This design comes from an exercise in tuning for small area, a short achievable clock period and few clock cycles on the open sky130 flow, not from production work.
In this exercise RTL edits were held to simulation tests only and were not proved equivalent to the original.
Power is estimated from default activity; no workload was simulated.

File: run.sh
#!/bin/bash
# synth_recipe.tcl (not shown) runs the flow's synth.tcl, then flattens the netlist and writes it again
# the make line also repeats each setting of config.mk as NAME=value (left out here)
make -C /OpenROAD-flow-scripts/flow DESIGN_CONFIG=/design/flow/config.mk WORK_HOME=/design/flow/orfs CLKGATE_MAP_FILE= SYNTH_SCRIPT=/design/flow/synth_recipe.tcl finish
File: design.v
`timescale 1ns/10ps
package bf_pkg;
	localparam int NODE_COUNT = 32;
	localparam int EDGE_DEPTH = 32;
	localparam int PIPE_DRAIN = 3;  
	typedef logic [4:0] node_t;
	typedef logic [5:0] plen_t;  
	typedef logic [3:0] weight_t;
	typedef logic [6:0] dist_t;
	typedef logic [4:0] edge_idx_t;
	typedef logic [7:0] wb_adr_t;
	typedef logic [15:0] wb_dat_t;
	typedef logic [13:0] edge_word_t;  
	localparam dist_t DIST_INF = 7'd127;  
	localparam int EDGE_TO_LSB = 0;
	localparam int EDGE_FROM_LSB = 5;
	localparam int EDGE_WEIGHT_LSB = 10;
	localparam wb_adr_t ADR_EDGE_BASE = 8'h00;
	localparam wb_adr_t ADR_SOURCE = 8'h20;
	localparam wb_adr_t ADR_DEST = 8'h21;
	localparam wb_adr_t ADR_STATUS = 8'h22;
	localparam wb_adr_t ADR_PATH_BASE = 8'h40;
	typedef enum logic [2:0] {
		IDLE,
		INIT,
		SWEEP,
		DRAIN,
		DONE
	} sweep_state_t;
endpackage
`timescale 1ns/10ps
module bf_wb_regs (
	input logic clk,
	input logic clr,
	input logic wb_cyc,
	input logic wb_stb,
	input logic wb_we,
	input bf_pkg::wb_adr_t wb_adr,
	input bf_pkg::wb_dat_t wb_dat_w,
	output bf_pkg::wb_dat_t wb_dat_r,
	output logic wb_ack,
	input bf_pkg::edge_idx_t tbl_idx,
	output bf_pkg::node_t tbl_src,
	output bf_pkg::node_t tbl_dst,
	output bf_pkg::weight_t tbl_weight,
	output logic tbl_last,
	output logic start,
	output bf_pkg::node_t source,
	output logic walk,
	output bf_pkg::node_t dest,
	input logic busy,
	input logic run_done,
	input logic path_ready,
	input bf_pkg::plen_t path_len,
	output bf_pkg::node_t path_idx,
	input bf_pkg::wb_dat_t path_word
);
	bf_pkg::edge_word_t edge_mem [bf_pkg::EDGE_DEPTH];
	bf_pkg::edge_word_t cur_word;
	logic req;
	logic wr_req;
	logic in_edges;
	logic in_path;
	logic src_ok;
	logic dst_ok;
	bf_pkg::wb_dat_t status_word;
	bf_pkg::wb_dat_t rd_mux;
	assign req = wb_cyc && wb_stb && !wb_ack;  
	assign wr_req = req && wb_we;
	assign in_edges = (wb_adr & 8'hE0) == bf_pkg::ADR_EDGE_BASE;
	assign in_path = (wb_adr & 8'hE0) == bf_pkg::ADR_PATH_BASE;
	assign src_ok = wr_req && (wb_adr == bf_pkg::ADR_SOURCE) && !busy;
	assign dst_ok = wr_req && (wb_adr == bf_pkg::ADR_DEST) && run_done;
	assign path_idx = wb_adr[4:0];
	assign cur_word = edge_mem[tbl_idx];
	assign tbl_dst = cur_word[bf_pkg::EDGE_TO_LSB +: 5];
	assign tbl_src = cur_word[bf_pkg::EDGE_FROM_LSB +: 5];
	assign tbl_weight = cur_word[bf_pkg::EDGE_WEIGHT_LSB +: 4];
	assign tbl_last = (cur_word == '0) || (tbl_idx == 5'(bf_pkg::EDGE_DEPTH - 1));
	assign status_word = {2'b00, path_len, 5'b00000, path_ready, run_done, busy};
	always_comb begin
		rd_mux = '0;
		if (in_edges)
			rd_mux = 16'(edge_mem[wb_adr[4:0]]);
		else if (in_path)
			rd_mux = path_word;
		else if (wb_adr == bf_pkg::ADR_STATUS)
			rd_mux = status_word;
	end
	always_ff @(posedge clk or posedge clr) begin
		if (clr) begin
			wb_ack <= 1'b0;
			start <= 1'b0;
			walk <= 1'b0;
			source <= '0;
			dest <= '0;
		end else begin
			wb_ack <= req;
			start <= src_ok;  
			walk <= dst_ok;
			if (src_ok)
				source <= wb_dat_w[4:0];
			if (dst_ok)
				dest <= wb_dat_w[4:0];
		end
	end
	always_ff @(posedge clk) begin
		if (wr_req && in_edges)
			edge_mem[wb_adr[4:0]] <= wb_dat_w[14-1:0];
		if (req)
			wb_dat_r <= rd_mux;  
	end
endmodule
`timescale 1ns/10ps
module bf_sweep_ctrl (
	input logic clk,
	input logic clr,
	output bf_pkg::edge_idx_t edges_idx,
	output logic edges_valid,
	input logic edges_last,
	input logic start,
	output logic init,
	input logic updated,
	output logic busy,
	output logic run_done
);
	bf_pkg::sweep_state_t state;
	bf_pkg::edge_idx_t idx;
	logic [1:0] drain_cnt;
	logic [4:0] pass_cnt;  
	logic changed;
	logic more;
	assign edges_idx = idx;
	assign edges_valid = (state == bf_pkg::SWEEP) &&
		!(edges_last && idx != 5'(bf_pkg::EDGE_DEPTH - 1));
	assign init = state == bf_pkg::INIT;
	assign busy = (state == bf_pkg::INIT) || (state == bf_pkg::SWEEP) || (state == bf_pkg::DRAIN);
	assign run_done = state == bf_pkg::DONE;
	assign more = (changed || updated) && (pass_cnt < 5'(bf_pkg::NODE_COUNT - 2));
	always_ff @(posedge clk or posedge clr) begin
		if (clr) begin
			state <= bf_pkg::IDLE;
			idx <= '0;
			drain_cnt <= '0;
			pass_cnt <= '0;
			changed <= 1'b0;
		end else begin
			case (state)
				bf_pkg::IDLE, bf_pkg::DONE: begin
					if (start)
						state <= bf_pkg::INIT;
				end
				bf_pkg::INIT: begin
					idx <= '0;
					pass_cnt <= '0;
					changed <= 1'b0;
					state <= bf_pkg::SWEEP;
				end
				bf_pkg::SWEEP: begin
					changed <= changed | updated;
					drain_cnt <= '0;
					if (edges_last)
						state <= bf_pkg::DRAIN;
					else
						idx <= idx + 1'b1;
				end
				bf_pkg::DRAIN: begin
					changed <= changed | updated;
					drain_cnt <= drain_cnt + 1'b1;
					if (drain_cnt == 2'(bf_pkg::PIPE_DRAIN - 1)) begin
						idx <= '0;
						changed <= 1'b0;
						pass_cnt <= pass_cnt + 1'b1;
						state <= more ? bf_pkg::SWEEP : bf_pkg::DONE;
					end
				end
				default: state <= bf_pkg::IDLE;
			endcase
		end
	end
endmodule
`timescale 1ns/10ps
module bf_relax_pipe (
	input logic clk,
	input logic clr,
	input logic edges_valid,
	input bf_pkg::node_t edges_src,
	input bf_pkg::node_t edges_dst,
	input bf_pkg::weight_t edges_weight,
	input bf_pkg::node_t source,
	input logic init,
	output logic updated,
	input bf_pkg::node_t probe_node,
	output bf_pkg::dist_t probe_dist,
	output bf_pkg::node_t probe_pred
);
	bf_pkg::dist_t dist_mem [bf_pkg::NODE_COUNT];
	bf_pkg::node_t pred_mem [bf_pkg::NODE_COUNT];
	logic s1_valid;  
	bf_pkg::node_t s1_src;
	bf_pkg::node_t s1_dst;
	bf_pkg::weight_t s1_weight;
	logic s2_valid;  
	bf_pkg::node_t s2_src;
	bf_pkg::node_t s2_dst;
	bf_pkg::dist_t s2_from;
	bf_pkg::dist_t s2_to;
	bf_pkg::dist_t s2_sum;
	logic s3_wr;  
	bf_pkg::node_t s3_src;
	bf_pkg::node_t s3_dst;
	bf_pkg::dist_t s3_sum;
	bf_pkg::dist_t from_d;
	bf_pkg::dist_t to_d;
	logic [7:0] raw_sum;
	logic s2_lower;
	always_comb begin
		from_d = dist_mem[s1_src];
		to_d = dist_mem[s1_dst];
		if (s3_wr && s3_dst == s1_src)
			from_d = s3_sum;
		if (s3_wr && s3_dst == s1_dst)
			to_d = s3_sum;
		if (s2_lower && s2_dst == s1_src)
			from_d = s2_sum;
		if (s2_lower && s2_dst == s1_dst)
			to_d = s2_sum;
	end
	assign raw_sum = {1'b0, from_d} + {4'b0000, s1_weight};
	assign s2_lower = s2_valid && (s2_from != bf_pkg::DIST_INF) && (s2_sum < s2_to);
	assign updated = s3_wr;
	assign probe_dist = dist_mem[probe_node];
	assign probe_pred = pred_mem[probe_node];
	always_ff @(posedge clk or posedge clr) begin
		if (clr) begin
			s1_valid <= 1'b0;
			s2_valid <= 1'b0;
			s3_wr <= 1'b0;
		end else begin
			s1_valid <= edges_valid;
			s2_valid <= s1_valid;
			s3_wr <= s2_lower;
		end
	end
	always_ff @(posedge clk) begin
		s1_src <= edges_src;
		s1_dst <= edges_dst;
		s1_weight <= edges_weight;
		s2_src <= s1_src;
		s2_dst <= s1_dst;
		s2_from <= from_d;
		s2_to <= to_d;
		s2_sum <= (raw_sum >= {1'b0, bf_pkg::DIST_INF}) ? bf_pkg::DIST_INF : raw_sum[6:0];  
		s3_src <= s2_src;
		s3_dst <= s2_dst;
		s3_sum <= s2_sum;
	end
	always_ff @(posedge clk) begin
		if (init) begin
			for (int i = 0; i < bf_pkg::NODE_COUNT; i++) begin
				dist_mem[i] <= (5'(i) == source) ? 7'(0) : bf_pkg::DIST_INF;
				pred_mem[i] <= 5'(i);  
			end
		end else if (s3_wr) begin
			dist_mem[s3_dst] <= s3_sum;
			pred_mem[s3_dst] <= s3_src;
		end
	end
endmodule
`timescale 1ns/10ps
module bf_path_walker (
	input logic clk,
	input logic clr,
	input logic start,  
	input logic walk,
	input bf_pkg::node_t dest,
	input bf_pkg::node_t source,
	output bf_pkg::node_t probe_node,
	input bf_pkg::dist_t probe_dist,
	input bf_pkg::node_t probe_pred,
	output logic path_ready,
	output bf_pkg::plen_t path_len,
	input bf_pkg::node_t path_idx,
	output bf_pkg::wb_dat_t path_word
);
	bf_pkg::wb_dat_t path_buf [bf_pkg::NODE_COUNT];
	logic active;
	bf_pkg::node_t cur;
	bf_pkg::node_t cnt;  
	logic stop;
	assign probe_node = cur;
	assign path_word = path_buf[path_idx];
	assign stop = (cur == source) || (probe_dist == bf_pkg::DIST_INF) ||
		(cnt == 5'(bf_pkg::NODE_COUNT - 1));
	always_ff @(posedge clk or posedge clr) begin
		if (clr) begin
			active <= 1'b0;
			cur <= '0;
			cnt <= '0;
			path_ready <= 1'b0;
			path_len <= '0;
		end else if (walk) begin
			active <= 1'b1;
			cur <= dest;
			cnt <= '0;
			path_ready <= 1'b0;
		end else if (start) begin
			active <= 1'b0;
			path_ready <= 1'b0;
		end else if (active) begin
			if (stop) begin
				active <= 1'b0;
				path_ready <= 1'b1;
				path_len <= 6'(cnt) + 1'b1;
			end else begin
				cur <= probe_pred;  
				cnt <= cnt + 1'b1;
			end
		end
	end
	always_ff @(posedge clk) begin
		if (active)
			path_buf[cnt] <= {1'b0, probe_dist, 3'b000, cur};
	end
endmodule
`timescale 1ns/10ps
module bf_top (
	input logic clk,
	input logic clr,
	input logic wb_cyc,
	input logic wb_stb,
	input logic wb_we,
	input bf_pkg::wb_adr_t wb_adr,
	input bf_pkg::wb_dat_t wb_dat_w,
	output bf_pkg::wb_dat_t wb_dat_r,
	output logic wb_ack
);
	bf_pkg::edge_idx_t edge_idx;
	logic edge_valid;
	bf_pkg::node_t edge_src;
	bf_pkg::node_t edge_dst;
	bf_pkg::weight_t edge_weight;
	logic edge_last;
	logic start;
	logic walk;
	logic init;
	logic updated;
	logic busy;
	logic run_done;
	logic path_ready;
	bf_pkg::node_t source;
	bf_pkg::node_t dest;
	bf_pkg::node_t probe_node;
	bf_pkg::node_t probe_pred;
	bf_pkg::plen_t path_len;
	bf_pkg::node_t path_idx;
	bf_pkg::dist_t probe_dist;
	bf_pkg::wb_dat_t path_word;
	bf_wb_regs regs0 (
		.clk(clk), .clr(clr),
		.wb_cyc(wb_cyc), .wb_stb(wb_stb), .wb_we(wb_we), .wb_adr(wb_adr),
		.wb_dat_w(wb_dat_w), .wb_dat_r(wb_dat_r), .wb_ack(wb_ack),
		.tbl_idx(edge_idx), .tbl_src(edge_src), .tbl_dst(edge_dst),
		.tbl_weight(edge_weight), .tbl_last(edge_last),
		.start(start), .source(source), .walk(walk), .dest(dest),
		.busy(busy), .run_done(run_done),
		.path_ready(path_ready), .path_len(path_len),
		.path_idx(path_idx), .path_word(path_word)
	);
	bf_sweep_ctrl ctrl0 (
		.clk(clk), .clr(clr), .edges_idx(edge_idx), .edges_valid(edge_valid),
		.edges_last(edge_last), .start(start), .init(init),
		.updated(updated), .busy(busy), .run_done(run_done)
	);
	bf_relax_pipe pipe0 (
		.clk(clk), .clr(clr), .edges_valid(edge_valid), .edges_src(edge_src),
		.edges_dst(edge_dst), .edges_weight(edge_weight), .source(source), .init(init),
		.updated(updated), .probe_node(probe_node), .probe_dist(probe_dist),
		.probe_pred(probe_pred)
	);
	bf_path_walker walker0 (
		.clk(clk), .clr(clr), .start(start), .walk(walk), .dest(dest), .source(source),
		.probe_node(probe_node), .probe_dist(probe_dist), .probe_pred(probe_pred),
		.path_ready(path_ready), .path_len(path_len),
		.path_idx(path_idx), .path_word(path_word)
	);
endmodule
File: config.mk
export PLATFORM = sky130hd
export DESIGN_NAME = bf_top
export DESIGN_NICKNAME = bf_top
export VERILOG_FILES = /design/flow/design.v
export SDC_FILE = /design/flow/constraint.sdc
export NUM_CORES = 4
export LEC_CHECK = 0
export CAP_MARGIN = 20
export CORE_MARGIN = 2
export CORE_UTILIZATION = 40
export SLEW_MARGIN = 20
File: constraint.sdc
create_clock -name core_clock -period 6.0 [get_ports {clk}]
set_input_delay 1.2000 -clock core_clock [delete_from_list [all_inputs] [get_ports {clk}]]
set_output_delay 1.2000 -clock core_clock [all_outputs]
set_load 0.01 [all_outputs]
==> results.txt <==
The flow ran to the end and the layout has no timing, DRC or antenna violations. The logs give 14.9% for the combinational share of power and 154000 µm² for the core area. The detail route stage leaves a number of antenna-violating nets equal to 0. Sequential cells account for 47.4% of the total power. Dividing the detail-routed via count by the number of cells gives 6.30. The worst path meets setup with 1.58 ns of slack.

For the final routed database, the setup TNS stands at 0 ns. After legalization and detailed placement, the total HPWL measured 123 mm. The wire length reported by the detailed router came out at 188 mm. The number of global-route vias before repair is 36612.

Counting flops with a built-in enable in the synthesized netlist gives 1231. Setup violations remaining at the end of the flow were counted as 0. The clock tree synthesis step divided the H-tree into 4 levels. Buffers inserted to repair hold after CTS numbered 0. The mean cell area of the mapped netlist was 17.3 µm²; the peak fanout along the critical path was 25. Entering global routing, the biggest net connects 70 pins. Across the VDD grid, the largest voltage drop is 0.295 mV. The run gives 46 as the I/O pin count. The final cycle utilization of the critical path came out at 73.7%. The horizontal die dimension is 399 µm.

The tools report the critical path launch point type as a register. Primary flip-flop cell chosen by synthesis mapping: sky130_fd_sc_hd__edfxtp_1. The count of max-cap constraint violations came out at 0.

The internal power of the cells totals 16.7 mW. By startpoint and endpoint, the worst setup path is classified as register to register. The part of the total power dissipated in the clock network came out at 37.7%.

The row count was 144. The path class of the tightest hold or removal check is register to register. Routability-driven placement finished with a final weighted congestion of 0.888.

The total clock sinks came out at 1343. The post-route netlist has 27.6% of its cells at a drive strength greater than 1. After clock tree synthesis, the repair step resized 0 gates. The most common cell after layout, fill and taps aside was sky130_fd_sc_hd__edfxtp_1. The root buffer cell chosen for the clock tree is sky130_fd_sc_hd__clkbuf_16.

The switching part of the total was 27.6%. For this run, design rule violations remaining after detail routing come to 0. The run gives 142 as the number of buffers created by CTS.

The logs give 23.7% for the relative max-transition margin and 40.3% for the initial standard-cell utilization of the core. The die is 399 µm tall. The tools report the total count of hold-check failures in the final report as 0. After detailed routing, the average wire length per cell comes to 32.0 µm. The logs give 5.09 ns for the arrival time of the worst setup path and 23.7% for the global routing usage summed across all routing layers. The post-synthesis sequential element count is 1343. In the layout the commonest cells are sky130_fd_sc_hd__edfxtp_1, sky130_fd_sc_hd__mux4_2, sky130_fd_sc_hd__a21o_1.

The run gives 23.3 nW as the leakage power total. At the placement stage, the worst setup path has a slack of 1.46 ns. After layout, the minimum clock period comes to 4.42 ns.

The die covers 159000 µm². On the final layout, the worst hold slack is 0.326 ns. Clock-pin slew was measured on the worst setup and hold paths at 0.06 ns. The clock reaches the later pin of the worst-skew pair after 0.78 ns.

The logs give 6 for the initial antenna violation count and 0 for the max-slew violation count. The longest clock path from root to sink contains 3 buffers. The run gives 0 as the total grt overflow.

The logs give 3653 for the number of nets produced by synthesis and 5097 for the number of DRC markers after the initial detailed-route iteration. The count of input and output buffers is 42, and the power per cell area is 329 nW/µm². The synthesized netlist contains 79 unique library cells. The synthesis-to-layout area growth is 13.0%, and the final cell utilization of the core is 45.6%. TritonCTS built the clock tree. Setup repair after global routing left no endpoint under its margin. For the number of nets at the end of the flow, the log shows 3758. After synthesis, flip-flops and latches occupy 63.3% of the total area. After synthesis, the share of flip-flops with an asynchronous set or reset is 3.72%.

For the switching component of the power, the log shows 6.39 mW. For the final database, setup skew stands at 0.0457 ns. Synthesis handed over a netlist of 3604 instances. The required arrival time at the worst endpoint is 6.66 ns.

The number of detailed-route iterations in the first pass was 5; the filler cell count in the final layout was 13184. For the pin with the worst max-slew slack, the measured transition is 1.14 ns. Derived from the worst setup path, the maximum achievable clock frequency is 226 MHz. Post-CTS timing repair inserted 0 buffers for setup.

The first global-routing pass estimated 269 mm of wire. Summing every instance area after synthesis gives 62300 µm². The detailed router placed 36970 vias in this run. The endpoint type of the worst setup path is a register. For the total of warnings raised by yosys, the log shows 4.
## power groups by stage
stage	logic [mW]	registers [mW]	clock network, mW
2_1_floorplan	2.39	10.8	0
3_3_place_gp	3.39	11.1	0
3_5_place_dp	3.41	11.1	0
4_1_cts	3.42	11.0	8.84
5_1_grt	3.63	11.0	9.20
6_report	3.45	11.0	8.73
## metal layers
metal | wire (µm) | up-vias | share of wire, % | track usage, %
met5 | 52 | - | 0.028 | 0
met4 | 6890 | 8 | 3.7 | 8.48
met3 | 18000 | 323 | 9.6 | 5.36
met2 | 86300 | 1914 | 46 | 36.3
met1 | 76500 | 19671 | 41 | 33.3
li1 | - | 15054 | - | -
## flip-flops by register name (all words and copies together), names as in the netlist, 6 cells and up
register / count
regs0.edge_mem: 448
walker0.path_buf: 384
pipe0.dist_mem: 224
pipe0.pred_mem: 160
regs0.wb_dat_r: 15
pipe0.s2_from: 7
pipe0.s2_sum: 7
pipe0.s2_to: 7
pipe0.s3_sum: 7
walker0.path_len: 6
## path summary, 6_finish.rpt
| path | from | endpoint | slack, ns | depth (start not counted) |
|---|---|---|---|---|
| min reg2reg | pipe0.s2_src[3] | pipe0.s3_src[3] | 0.33 | 0 |
| max reg2reg | pipe0.s1_src[0] | pipe0.s2_sum[6] | 1.58 | 13 |
| max | pipe0.s1_src[0] | pipe0.s2_sum[6] | 1.58 | 13 |
| max in group asynchronous | clr | walker0.cur[1] | 4.48 | 3 |
| min in group asynchronous | clr | walker0.cur[0] | 0.96 | 3 |
| min | pipe0.s2_src[3] | pipe0.s3_src[3] | 0.33 | 0 |
## worst max-delay path, stage by stage (launching register included)
cell	delay [ns]
sky130_fd_sc_hd__dfxtp_4	0.71
sky130_fd_sc_hd__buf_4	0.33
sky130_fd_sc_hd__mux4_2	0.59
sky130_fd_sc_hd__mux4_2	0.55
sky130_fd_sc_hd__mux2i_1	0.22
sky130_fd_sc_hd__nor2_1	0.07
sky130_fd_sc_hd__a21oi_1	0.19
sky130_fd_sc_hd__o21ai_0	0.17
sky130_fd_sc_hd__ha_1	0.25
sky130_fd_sc_hd__fa_1	0.43
sky130_fd_sc_hd__a21oi_1	0.19
sky130_fd_sc_hd__o21bai_1	0.12
sky130_fd_sc_hd__nand3_1	0.11
sky130_fd_sc_hd__mux2_2	0.33
## area by class of cell
| cell class | instances | area [µm²] | share of cell area, % |
|---|---|---|---|
| well taps | 2044 | 2560 | 3.63 |
| inverters | 34 | 128 | 0.181 |
| multi-input cells | 1923 | 21500 | 30.5 |
| diodes | 4 | 10.0 | 0.0142 |
| clock inverters | 72 | 785 | 1.11 |
| clock buffers | 185 | 3800 | 5.39 |
| repair buffers | 265 | 2150 | 3.05 |
| flip-flops and latches | 1343 | 39500 | 56.1 |
## per-stage QoR
step           cells  total power, mW  area [µm²]
2_1_floorplan   3604             13.2       62300
3_3_place_gp    5607             14.5       65800
3_5_place_dp    5608             14.6       65800
4_1_cts         5865             23.2       70400
5_1_grt         5866             23.8       70400
6_report        5870             23.1       70400
## kinds of logic after synthesis
kind of cell,Yosys count,synth area share (%)
and+or+nand+nor,587,4.97
DFF,1343,63.3
buffers and inverters,338,2.39
adders and majority gates,20,0.414
other,1,0.00602
AOI/OAI and AO/OA,619,7.06
muxes,664,21.4
xor gates and xnor gates,32,0.450
## cell usage after synthesis (all sizes together) (16+ instances only)
master,n,area share [%]
o21ai,68,0.55
and2,96,0.96
a31oi,25,0.25
mux4,527,19
mux2i,107,1.7
or3,88,0.88
xor2,19,0.27
buf,110,1.0
a21o,229,2.8
ha,19,0.38
a221oi,16,0.22
dfrtp,50,2.0
nand2,80,0.48
clkbuf,194,1.2
edfxtp,1231,59
nand4,25,0.26
a22oi,110,1.3
a22o,23,0.32
a21oi,74,0.60
inv,33,0.20
nor2,164,0.99
nor2b,28,0.28
dfxtp,62,2.0
mux2,30,0.54
nand3,28,0.22
Testbench counts, summed over its fixed seeds: cycles 16,308.

## static timing again, ports no longer ideal
Ports are ideal in the flow. The routed layout listed here was re-timed in OpenROAD. Step 1, drivers: a clkbuf_16 drives clk and a buf_2 each remaining input, both assumed. Step 2 adds t to the input delays and takes it off the output delays; t is the mean of the earliest and latest rising clock arrival at the registers after step 1. Input paths then give back, and output paths get back, about the clock's delay inside the block. Slacks: ideal / step 1 / step 2; pairs: ideal / step 1.
shift t [ns]: 0.841
setup WS [ns]: 1.579 / 1.579 / 1.258
worst setup path after step 2: input to register
clock arrival spread, ns: 0.054 / 0.054
worst slew at a driven data input, ns: 0.07
After both steps this run still meets setup and hold. For this run, drivers alone change the setup slack by 0.000 ns; drivers and shift together by -0.321 ns.
